This design comes from an exercise in tuning for small area, a short achievable clock period and few clock cycles per item on the open sky130 flow, not from production work.
The RTL was checked by simulation tests, not by an equivalence proof against the original design.
Power figures rest on the tool's default switching activity, not on a simulated workload.

== the previous run ==
==> module axi_block_bridge, before the edit <==
module axi_block_bridge #(
  parameter int ADDR_WIDTH     = 64,
  parameter int AXI_DATA_WIDTH = 64,
  parameter int BLOCK_WIDTH    = 512
) (
  input  logic                        clk,
  input  logic                        arstn,
  input  logic                        i_start_read,
  input  logic                        i_start_write,
  input  logic [ADDR_WIDTH-1:0]       i_addr,
  input  logic [BLOCK_WIDTH-1:0]      i_data_block,
  output logic [BLOCK_WIDTH-1:0]      o_data_block,
  output logic                        o_read_last,
  output logic                        o_b_resp,
  output logic                        o_bus_error,
  output logic [ADDR_WIDTH-1:0]       m_araddr,
  output logic [7:0]                  m_arlen,
  output logic [2:0]                  m_arsize,
  output logic [1:0]                  m_arburst,
  output logic                        m_arvalid,
  input  logic                        m_arready,
  input  logic [AXI_DATA_WIDTH-1:0]   m_rdata,
  input  logic [1:0]                  m_rresp,
  input  logic                        m_rlast,
  input  logic                        m_rvalid,
  output logic                        m_rready,
  output logic [ADDR_WIDTH-1:0]       m_awaddr,
  output logic [7:0]                  m_awlen,
  output logic [2:0]                  m_awsize,
  output logic [1:0]                  m_awburst,
  output logic                        m_awvalid,
  input  logic                        m_awready,
  output logic [AXI_DATA_WIDTH-1:0]   m_wdata,
  output logic [AXI_DATA_WIDTH/8-1:0] m_wstrb,
  output logic                        m_wlast,
  output logic                        m_wvalid,
  input  logic                        m_wready,
  input  logic [1:0]                  m_bresp,
  input  logic                        m_bvalid,
  output logic                        m_bready
);
  localparam int BEATS = BLOCK_WIDTH / AXI_DATA_WIDTH;
  localparam int OFF_W = $clog2(BLOCK_WIDTH / 8);
  localparam logic [7:0] AX_LEN  = 8'(BEATS - 1);
  localparam logic [2:0] AX_SIZE = 3'($clog2(AXI_DATA_WIDTH / 8));
  logic                                 busy_q, wbusy_q, apend_q;
  logic                                 arvalid_q, rready_q, rdone_q;
  logic                                 awvalid_q, wvalid_q, bready_q;
  logic [BEATS-1:0]                     rptr_q, wptr_q;
  logic [ADDR_WIDTH-1:OFF_W]            addr_q;
  logic [AXI_DATA_WIDTH-1:0]            wcur_q, wnext;
  logic [BEATS-1:1][AXI_DATA_WIDTH-1:0] wbuf_q;
  logic [BEATS-1:0][AXI_DATA_WIDTH-1:0] rblk_q;
  logic                                 acc_w, acc_r, r_hs, b_hs, r_end, w_end;
  logic                                 arvalid_d, awvalid_d, wvalid_d;
  assign acc_w = !busy_q && i_start_write;
  assign acc_r = !busy_q && !i_start_write && i_start_read;
  assign r_hs  = m_rvalid && rready_q;
  assign b_hs  = m_bvalid && bready_q;
  assign r_end = m_rvalid && rptr_q[BEATS-1];
  assign w_end = m_wready && wptr_q[BEATS-1];
  assign arvalid_d = acc_r || (arvalid_q && !m_arready);
  assign awvalid_d = acc_w || (awvalid_q && !m_awready);
  assign wvalid_d  = acc_w || (wvalid_q && !w_end);
  always_ff @(posedge clk or negedge arstn) begin
    if (!arstn) begin
      busy_q    <= 1'b0;
      wbusy_q   <= 1'b0;
      apend_q   <= 1'b0;
      arvalid_q <= 1'b0;
      rready_q  <= 1'b0;
      rdone_q   <= 1'b0;
      awvalid_q <= 1'b0;
      wvalid_q  <= 1'b0;
      bready_q  <= 1'b0;
      rptr_q    <= '0;
      wptr_q    <= '0;
    end else begin
      busy_q    <= busy_q ? !(rdone_q || b_hs) : (i_start_write || i_start_read);
      wbusy_q   <= acc_w || (wbusy_q && !b_hs);
      apend_q   <= arvalid_d || awvalid_d;
      arvalid_q <= arvalid_d;
      rready_q  <= (arvalid_q && m_arready) || (rready_q && !r_end);
      rdone_q   <= r_end;
      awvalid_q <= awvalid_d;
      wvalid_q  <= wvalid_d;
      bready_q  <= (bready_q && !m_bvalid) ||
                   (!awvalid_d && !wvalid_d && (awvalid_q || wvalid_q));
      if (acc_r)     rptr_q <= BEATS'(1);
      else if (r_hs) rptr_q <= rptr_q << 1;
      if (acc_w)         wptr_q <= BEATS'(1);
      else if (m_wready) wptr_q <= wptr_q << 1;
    end
  end
  always_comb begin
    wnext = '0;
    for (int k = 1; k < BEATS; k++)
      wnext = wnext | ({AXI_DATA_WIDTH{wptr_q[k-1]}} & wbuf_q[k]);
  end
  always_ff @(posedge clk) begin
    if (!wbusy_q) begin
      wbuf_q <= i_data_block[BLOCK_WIDTH-1:AXI_DATA_WIDTH];
      wcur_q <= i_data_block[AXI_DATA_WIDTH-1:0];
    end else if (m_wready) begin
      wcur_q <= wnext;
    end
    if (!apend_q) addr_q <= i_addr[ADDR_WIDTH-1:OFF_W];
  end
  always_ff @(posedge clk or negedge arstn) begin
    if (!arstn) rblk_q <= '0;
    else begin
      for (int k = 0; k < BEATS; k++)
        if (rptr_q[k]) rblk_q[k] <= m_rdata;
    end
  end
  assign o_data_block = rblk_q;
  assign o_read_last  = rdone_q;
  assign o_b_resp     = b_hs;
  assign m_arvalid = arvalid_q;
  assign m_rready  = rready_q;
  assign m_awvalid = awvalid_q;
  assign m_wvalid  = wvalid_q;
  assign m_bready  = bready_q;
  assign m_wdata   = wcur_q;
  assign m_wlast   = wptr_q[BEATS-1];
  assign m_wstrb   = '1;
  assign m_araddr  = {addr_q, {OFF_W{1'b0}}};
  assign m_arlen   = AX_LEN;
  assign m_arsize  = AX_SIZE;
  assign m_arburst = 2'b01;
  assign m_awaddr  = {addr_q, {OFF_W{1'b0}}};
  assign m_awlen   = AX_LEN;
  assign m_awsize  = AX_SIZE;
  assign m_awburst = 2'b01;
  logic err_q;
  always_ff @(posedge clk or negedge arstn) begin
    if (!arstn) err_q <= 1'b0;
    else if ((r_hs && m_rresp != 2'b00) || (b_hs && m_bresp != 2'b00)) err_q <= 1'b1;
  end
  assign o_bus_error = err_q;
  logic unused_in;
  assign unused_in = &{1'b0, m_rlast, i_addr[OFF_W-1:0]};
endmodule
clock: 5.0 ns
lec_check: 0
cap_margin: 20
core_area: 3 3 307 307
cts_cluster_diameter: 70
cts_cluster_size: 25
die_area: 0 0 310 310
setup_slack_margin: 2.6
slew_margin: 20
standard.sh (not shown) runs the stock make flow with config.mk's settings and CLKGATE_MAP_FILE= SYNTH_SCRIPT=/design/flow/synth_recipe.tcl, a recipe that flattens the netlist after the stock synthesis.
==> flow/flow/run.sh <==
#!/bin/bash
# The standard ORFS layout, with plain buffers on the ports instead of the delay cells
# buffer_ports picks by default, and the top and bottom pins on met2 and met4, so the die
# can be small. Every ORFS step keeps its own log under orfs/logs/; make's output goes to
# make.log.
set -euo pipefail
bash standard.sh \
  BUFFER_PORTS_ARGS="-buffer_cell sky130_fd_sc_hd__buf_1" \
  IO_PLACER_V="met2 met4" \
  finish > make.log 2>&1
In summary, the previous run completed successfully, with a layout that passed the timing, design-rule and antenna checks.
Testbench counts of the previous run, summed over its fixed seeds: cycles 45,951, items 3,200.
## Diff of input files: the current run against the previous run
diff --git a/flow/design.v b/flow/design.v
--- a/flow/design.v
+++ b/flow/design.v
@@ -96,17 +96,21 @@
     wnext = '0;
     for (int k = 1; k < BEATS; k++)
       wnext = wnext | ({AXI_DATA_WIDTH{wptr_q[k-1]}} & wbuf_q[k]);
   end
   always_ff @(posedge clk) begin
-    if (!wbusy_q) begin
-      wbuf_q <= i_data_block[BLOCK_WIDTH-1:AXI_DATA_WIDTH];
-      wcur_q <= i_data_block[AXI_DATA_WIDTH-1:0];
-    end else if (m_wready) begin
-      wcur_q <= wnext;
+    if (!wbusy_q) wbuf_q <= i_data_block[BLOCK_WIDTH-1:AXI_DATA_WIDTH];
+  end
+  always_ff @(posedge clk or negedge arstn) begin
+    if (!arstn) begin
+      addr_q <= '0;
+      wcur_q <= '0;
+    end else begin
+      if (!apend_q)      addr_q <= i_addr[ADDR_WIDTH-1:OFF_W];
+      if (!wbusy_q)      wcur_q <= i_data_block[AXI_DATA_WIDTH-1:0];
+      else if (m_wready) wcur_q <= wnext;
     end
-    if (!apend_q) addr_q <= i_addr[ADDR_WIDTH-1:OFF_W];
   end
   always_ff @(posedge clk or negedge arstn) begin
     if (!arstn) rblk_q <= '0;
     else begin
       for (int k = 0; k < BEATS; k++)
Results
Of the current run and the previous run, it is the current run that has the higher relative contribution of combinational cells to total power.
Worst-margin pin slew in the current run vs the previous run: up 0.055 ns
Of the current run and the previous run, the run reporting the higher effective utilization at floorplan was the current run.
The power of the current run falls short of that of the previous run by about 1.8%.
Post-layout minimum cycle time in the current run is 0.030 ns lower than in the previous run
Multi-input gate share of total cell area delta for the current run relative to the previous run: 2.0 points higher
The current run vs. the previous run: fraction of power spent switching nets shows no meaningful change, area growth from synthesis to layout shows a reduction of 0.73 points, mean instance size in the synthesized netlist shows a reduction of 4.3%.
The current run ended up with more standard cells than the previous run.
Testbench counts of the current run, summed over its fixed seeds: cycles 45,951, items 3,200.

========
The RTL this note starts from:
==> flow/design.v <==
module axi_block_bridge #(
  parameter int ADDR_WIDTH     = 64,
  parameter int AXI_DATA_WIDTH = 64,
  parameter int BLOCK_WIDTH    = 512
) (
  input  logic                        clk,
  input  logic                        arstn,
  input  logic                        i_start_read,
  input  logic                        i_start_write,
  input  logic [ADDR_WIDTH-1:0]       i_addr,
  input  logic [BLOCK_WIDTH-1:0]      i_data_block,
  output logic [BLOCK_WIDTH-1:0]      o_data_block,
  output logic                        o_read_last,
  output logic                        o_b_resp,
  output logic                        o_bus_error,
  output logic [ADDR_WIDTH-1:0]       m_araddr,
  output logic [7:0]                  m_arlen,
  output logic [2:0]                  m_arsize,
  output logic [1:0]                  m_arburst,
  output logic                        m_arvalid,
  input  logic                        m_arready,
  input  logic [AXI_DATA_WIDTH-1:0]   m_rdata,
  input  logic [1:0]                  m_rresp,
  input  logic                        m_rlast,
  input  logic                        m_rvalid,
  output logic                        m_rready,
  output logic [ADDR_WIDTH-1:0]       m_awaddr,
  output logic [7:0]                  m_awlen,
  output logic [2:0]                  m_awsize,
  output logic [1:0]                  m_awburst,
  output logic                        m_awvalid,
  input  logic                        m_awready,
  output logic [AXI_DATA_WIDTH-1:0]   m_wdata,
  output logic [AXI_DATA_WIDTH/8-1:0] m_wstrb,
  output logic                        m_wlast,
  output logic                        m_wvalid,
  input  logic                        m_wready,
  input  logic [1:0]                  m_bresp,
  input  logic                        m_bvalid,
  output logic                        m_bready
);
  localparam int BEATS = BLOCK_WIDTH / AXI_DATA_WIDTH;
  localparam int OFF_W = $clog2(BLOCK_WIDTH / 8);
  localparam logic [7:0] AX_LEN  = 8'(BEATS - 1);
  localparam logic [2:0] AX_SIZE = 3'($clog2(AXI_DATA_WIDTH / 8));
  logic                                 idle_q;
  logic                                 arvalid_q, rready_q, rdone_q;
  logic                                 awvalid_q, wvalid_q, bready_q;
  logic [BEATS-1:0]                     rptr_q, wptr_q;
  logic [ADDR_WIDTH-1:OFF_W]            addr_q;
  logic [AXI_DATA_WIDTH-1:0]            wcur_q, wnext;
  logic [BEATS-1:1][AXI_DATA_WIDTH-1:0] wbuf_q;
  logic [BEATS-1:0][AXI_DATA_WIDTH-1:0] rblk_q;
  logic                                 acc_w, acc_r, r_hs, b_hs, r_end, w_end;
  logic                                 awvalid_d, wvalid_d;
  assign acc_w = idle_q && i_start_write;
  assign acc_r = idle_q && !i_start_write && i_start_read;
  assign r_hs  = m_rvalid && rready_q;
  assign b_hs  = m_bvalid && bready_q;
  assign r_end = m_rvalid && rptr_q[BEATS-1];
  assign w_end = m_wready && wptr_q[BEATS-1];
  assign awvalid_d = acc_w || (awvalid_q && !m_awready);
  assign wvalid_d  = acc_w || (wvalid_q && !w_end);
  always_ff @(posedge clk or negedge arstn) begin
    if (!arstn) begin
      idle_q    <= 1'b1;
      arvalid_q <= 1'b0;
      rready_q  <= 1'b0;
      rdone_q   <= 1'b0;
      awvalid_q <= 1'b0;
      wvalid_q  <= 1'b0;
      bready_q  <= 1'b0;
      rptr_q    <= '0;
      wptr_q    <= '0;
    end else begin
      idle_q    <= idle_q ? !(i_start_write || i_start_read) : (rdone_q || b_hs);
      arvalid_q <= acc_r || (arvalid_q && !m_arready);
      rready_q  <= (arvalid_q && m_arready) || (rready_q && !r_end);
      rdone_q   <= r_end;
      awvalid_q <= awvalid_d;
      wvalid_q  <= wvalid_d;
      bready_q  <= (bready_q && !m_bvalid) ||
                   (!awvalid_d && !wvalid_d && (awvalid_q || wvalid_q));
      if (acc_r)     rptr_q <= BEATS'(1);
      else if (r_hs) rptr_q <= rptr_q << 1;
      if (acc_w)         wptr_q <= BEATS'(1);
      else if (m_wready) wptr_q <= wptr_q << 1;
    end
  end
  always_comb begin
    wnext = '0;
    for (int k = 1; k < BEATS; k++)
      wnext = wnext | ({AXI_DATA_WIDTH{wptr_q[k-1]}} & wbuf_q[k]);
  end
  always_ff @(posedge clk) begin
    if (idle_q) begin
      addr_q <= i_addr[ADDR_WIDTH-1:OFF_W];
      wbuf_q <= i_data_block[BLOCK_WIDTH-1:AXI_DATA_WIDTH];
      wcur_q <= i_data_block[AXI_DATA_WIDTH-1:0];
    end else if (m_wready) begin
      wcur_q <= wnext;
    end
  end
  always_ff @(posedge clk or negedge arstn) begin
    if (!arstn) rblk_q <= '0;
    else begin
      for (int k = 0; k < BEATS; k++)
        if (rptr_q[k]) rblk_q[k] <= m_rdata;
    end
  end
  assign o_data_block = rblk_q;
  assign o_read_last  = rdone_q;
  assign o_b_resp     = b_hs;
  assign m_arvalid = arvalid_q;
  assign m_rready  = rready_q;
  assign m_awvalid = awvalid_q;
  assign m_wvalid  = wvalid_q;
  assign m_bready  = bready_q;
  assign m_wdata   = wcur_q;
  assign m_wlast   = wptr_q[BEATS-1];
  assign m_wstrb   = '1;
  assign m_araddr  = {addr_q, {OFF_W{1'b0}}};
  assign m_arlen   = AX_LEN;
  assign m_arsize  = AX_SIZE;
  assign m_arburst = 2'b01;
  assign m_awaddr  = {addr_q, {OFF_W{1'b0}}};
  assign m_awlen   = AX_LEN;
  assign m_awsize  = AX_SIZE;
  assign m_awburst = 2'b01;
  logic err_q;
  always_ff @(posedge clk or negedge arstn) begin
    if (!arstn) err_q <= 1'b0;
    else if ((r_hs && m_rresp != 2'b00) || (b_hs && m_bresp != 2'b00)) err_q <= 1'b1;
  end
  assign o_bus_error = err_q;
  logic unused_in;
  assign unused_in = &{1'b0, m_rlast, i_addr[OFF_W-1:0]};
endmodule
Settings: LEC_CHECK=0, CAP_MARGIN=20, CORE_AREA=3 3 307 307, CTS_CLUSTER_DIAMETER=70, CTS_CLUSTER_SIZE=25, DIE_AREA=0 0 310 310, SETUP_SLACK_MARGIN=2.7, SLEW_MARGIN=20; clock period 5.0 ns.
Scripts as last shown in full above: flow/flow/run.sh
The starting point went through all stages and came out clean.
Testbench counts at the start, summed over its fixed seeds: cycles 45,951, items 3,200.
==> next run, changes <==
--- a/flow/design.v
+++ b/flow/design.v
@@ -41,48 +41,55 @@
 );
   localparam int BEATS = BLOCK_WIDTH / AXI_DATA_WIDTH;
   localparam int OFF_W = $clog2(BLOCK_WIDTH / 8);
   localparam logic [7:0] AX_LEN  = 8'(BEATS - 1);
   localparam logic [2:0] AX_SIZE = 3'($clog2(AXI_DATA_WIDTH / 8));
-  logic                                 idle_q;
+  logic                                 busy_q, wbusy_q, apend_q;
   logic                                 arvalid_q, rready_q, rdone_q;
-  logic                                 awvalid_q, wvalid_q, bready_q;
+  logic                                 awvalid_q, wvalid_q, bready_q, bdone_q;
   logic [BEATS-1:0]                     rptr_q, wptr_q;
   logic [ADDR_WIDTH-1:OFF_W]            addr_q;
   logic [AXI_DATA_WIDTH-1:0]            wcur_q, wnext;
   logic [BEATS-1:1][AXI_DATA_WIDTH-1:0] wbuf_q;
   logic [BEATS-1:0][AXI_DATA_WIDTH-1:0] rblk_q;
   logic                                 acc_w, acc_r, r_hs, b_hs, r_end, w_end;
-  logic                                 awvalid_d, wvalid_d;
-  assign acc_w = idle_q && i_start_write;
-  assign acc_r = idle_q && !i_start_write && i_start_read;
+  logic                                 arvalid_d, awvalid_d, wvalid_d;
+  assign acc_w = !busy_q && i_start_write;
+  assign acc_r = !busy_q && !i_start_write && i_start_read;
   assign r_hs  = m_rvalid && rready_q;
   assign b_hs  = m_bvalid && bready_q;
   assign r_end = m_rvalid && rptr_q[BEATS-1];
   assign w_end = m_wready && wptr_q[BEATS-1];
+  assign arvalid_d = acc_r || (arvalid_q && !m_arready);
   assign awvalid_d = acc_w || (awvalid_q && !m_awready);
   assign wvalid_d  = acc_w || (wvalid_q && !w_end);
   always_ff @(posedge clk or negedge arstn) begin
     if (!arstn) begin
-      idle_q    <= 1'b1;
+      busy_q    <= 1'b0;
+      wbusy_q   <= 1'b0;
+      apend_q   <= 1'b0;
       arvalid_q <= 1'b0;
       rready_q  <= 1'b0;
       rdone_q   <= 1'b0;
       awvalid_q <= 1'b0;
       wvalid_q  <= 1'b0;
       bready_q  <= 1'b0;
+      bdone_q   <= 1'b0;
       rptr_q    <= '0;
       wptr_q    <= '0;
     end else begin
-      idle_q    <= idle_q ? !(i_start_write || i_start_read) : (rdone_q || b_hs);
-      arvalid_q <= acc_r || (arvalid_q && !m_arready);
+      busy_q    <= busy_q ? !(rdone_q || bdone_q) : (i_start_write || i_start_read);
+      wbusy_q   <= acc_w || (wbusy_q && !bdone_q);
+      apend_q   <= arvalid_d || awvalid_d;
+      arvalid_q <= arvalid_d;
       rready_q  <= (arvalid_q && m_arready) || (rready_q && !r_end);
       rdone_q   <= r_end;
       awvalid_q <= awvalid_d;
       wvalid_q  <= wvalid_d;
       bready_q  <= (bready_q && !m_bvalid) ||
                    (!awvalid_d && !wvalid_d && (awvalid_q || wvalid_q));
+      bdone_q   <= b_hs;
       if (acc_r)     rptr_q <= BEATS'(1);
       else if (r_hs) rptr_q <= rptr_q << 1;
       if (acc_w)         wptr_q <= BEATS'(1);
       else if (m_wready) wptr_q <= wptr_q << 1;
     end
@@ -91,16 +98,20 @@
     wnext = '0;
     for (int k = 1; k < BEATS; k++)
       wnext = wnext | ({AXI_DATA_WIDTH{wptr_q[k-1]}} & wbuf_q[k]);
   end
   always_ff @(posedge clk) begin
-    if (idle_q) begin
-      addr_q <= i_addr[ADDR_WIDTH-1:OFF_W];
-      wbuf_q <= i_data_block[BLOCK_WIDTH-1:AXI_DATA_WIDTH];
-      wcur_q <= i_data_block[AXI_DATA_WIDTH-1:0];
-    end else if (m_wready) begin
-      wcur_q <= wnext;
+    if (!wbusy_q) wbuf_q <= i_data_block[BLOCK_WIDTH-1:AXI_DATA_WIDTH];
+  end
+  always_ff @(posedge clk or negedge arstn) begin
+    if (!arstn) begin
+      addr_q <= '0;
+      wcur_q <= '0;
+    end else begin
+      if (!apend_q)      addr_q <= i_addr[ADDR_WIDTH-1:OFF_W];
+      if (!wbusy_q)      wcur_q <= i_data_block[AXI_DATA_WIDTH-1:0];
+      else if (m_wready) wcur_q <= wnext;
     end
   end
   always_ff @(posedge clk or negedge arstn) begin
     if (!arstn) rblk_q <= '0;
     else begin
@@ -108,11 +119,11 @@
         if (rptr_q[k]) rblk_q[k] <= m_rdata;
     end
   end
   assign o_data_block = rblk_q;
   assign o_read_last  = rdone_q;
-  assign o_b_resp     = b_hs;
+  assign o_b_resp     = bdone_q;
   assign m_arvalid = arvalid_q;
   assign m_rready  = rready_q;
   assign m_awvalid = awvalid_q;
   assign m_wvalid  = wvalid_q;
   assign m_bready  = bready_q;
After rerunning: Non-clock buffer count climbs by 56. Count of clock-buffer cells in the layout went up by 9. Routed wire length went up by about 4.5%. Die area stays the same. Fmax goes up by 6.3%. Cell area rose by 4.4%. Worst hold slack improves by 0.020 ns. First-iteration DRC count went down by 7.3%. Flip-flop and latch count increases by 3. Power came out higher by 6.1%. Clock power stays flat.
Testbench counts after the change, summed over its fixed seeds: cycles 47,467, items 3,200.

-- static timing again, ports no longer ideal --
The flow's constraints put no driver on any port. The routed layouts listed below were extracted and timed again, unchanged, in two steps. Step 1 assumes that a clkbuf_16 drives the clock port and a buf_2 every other input. Step 2 moves the port delays by t, midway between the first and last clock arrival at a register: inputs arrive t later, outputs are due t later. That takes back most of the time a late clock gives input paths. Three values: ideal, step 1, step 2; two values: the first two.
run | t, ns | slack for setup (ns) | hold slack, ns | slew at the worst register clock pin (ns)
the previous run | 0.748 | 2.565 / 2.476 / 2.024 | 0.451 / 0.409 / 0.509 | 0.10 / 0.10
the current run | 0.722 | 2.595 / 2.464 / 2.326 | 0.401 / 0.356 / 0.484 | 0.11 / 0.11
the first run of note 2 | 0.747 | 2.518 / 2.447 / 2.077 | 0.382 / 0.338 / 0.506 | 0.10 / 0.10
the second run of note 2 | 0.766 | 2.665 / 2.593 / 2.132 | 0.402 / 0.355 / 0.486 | 0.10 / 0.10
After both steps setup and hold are still met in every run listed. The setup slack of the previous run, which loses most, moves by -0.089 ns with the drivers and by -0.541 ns with both steps.
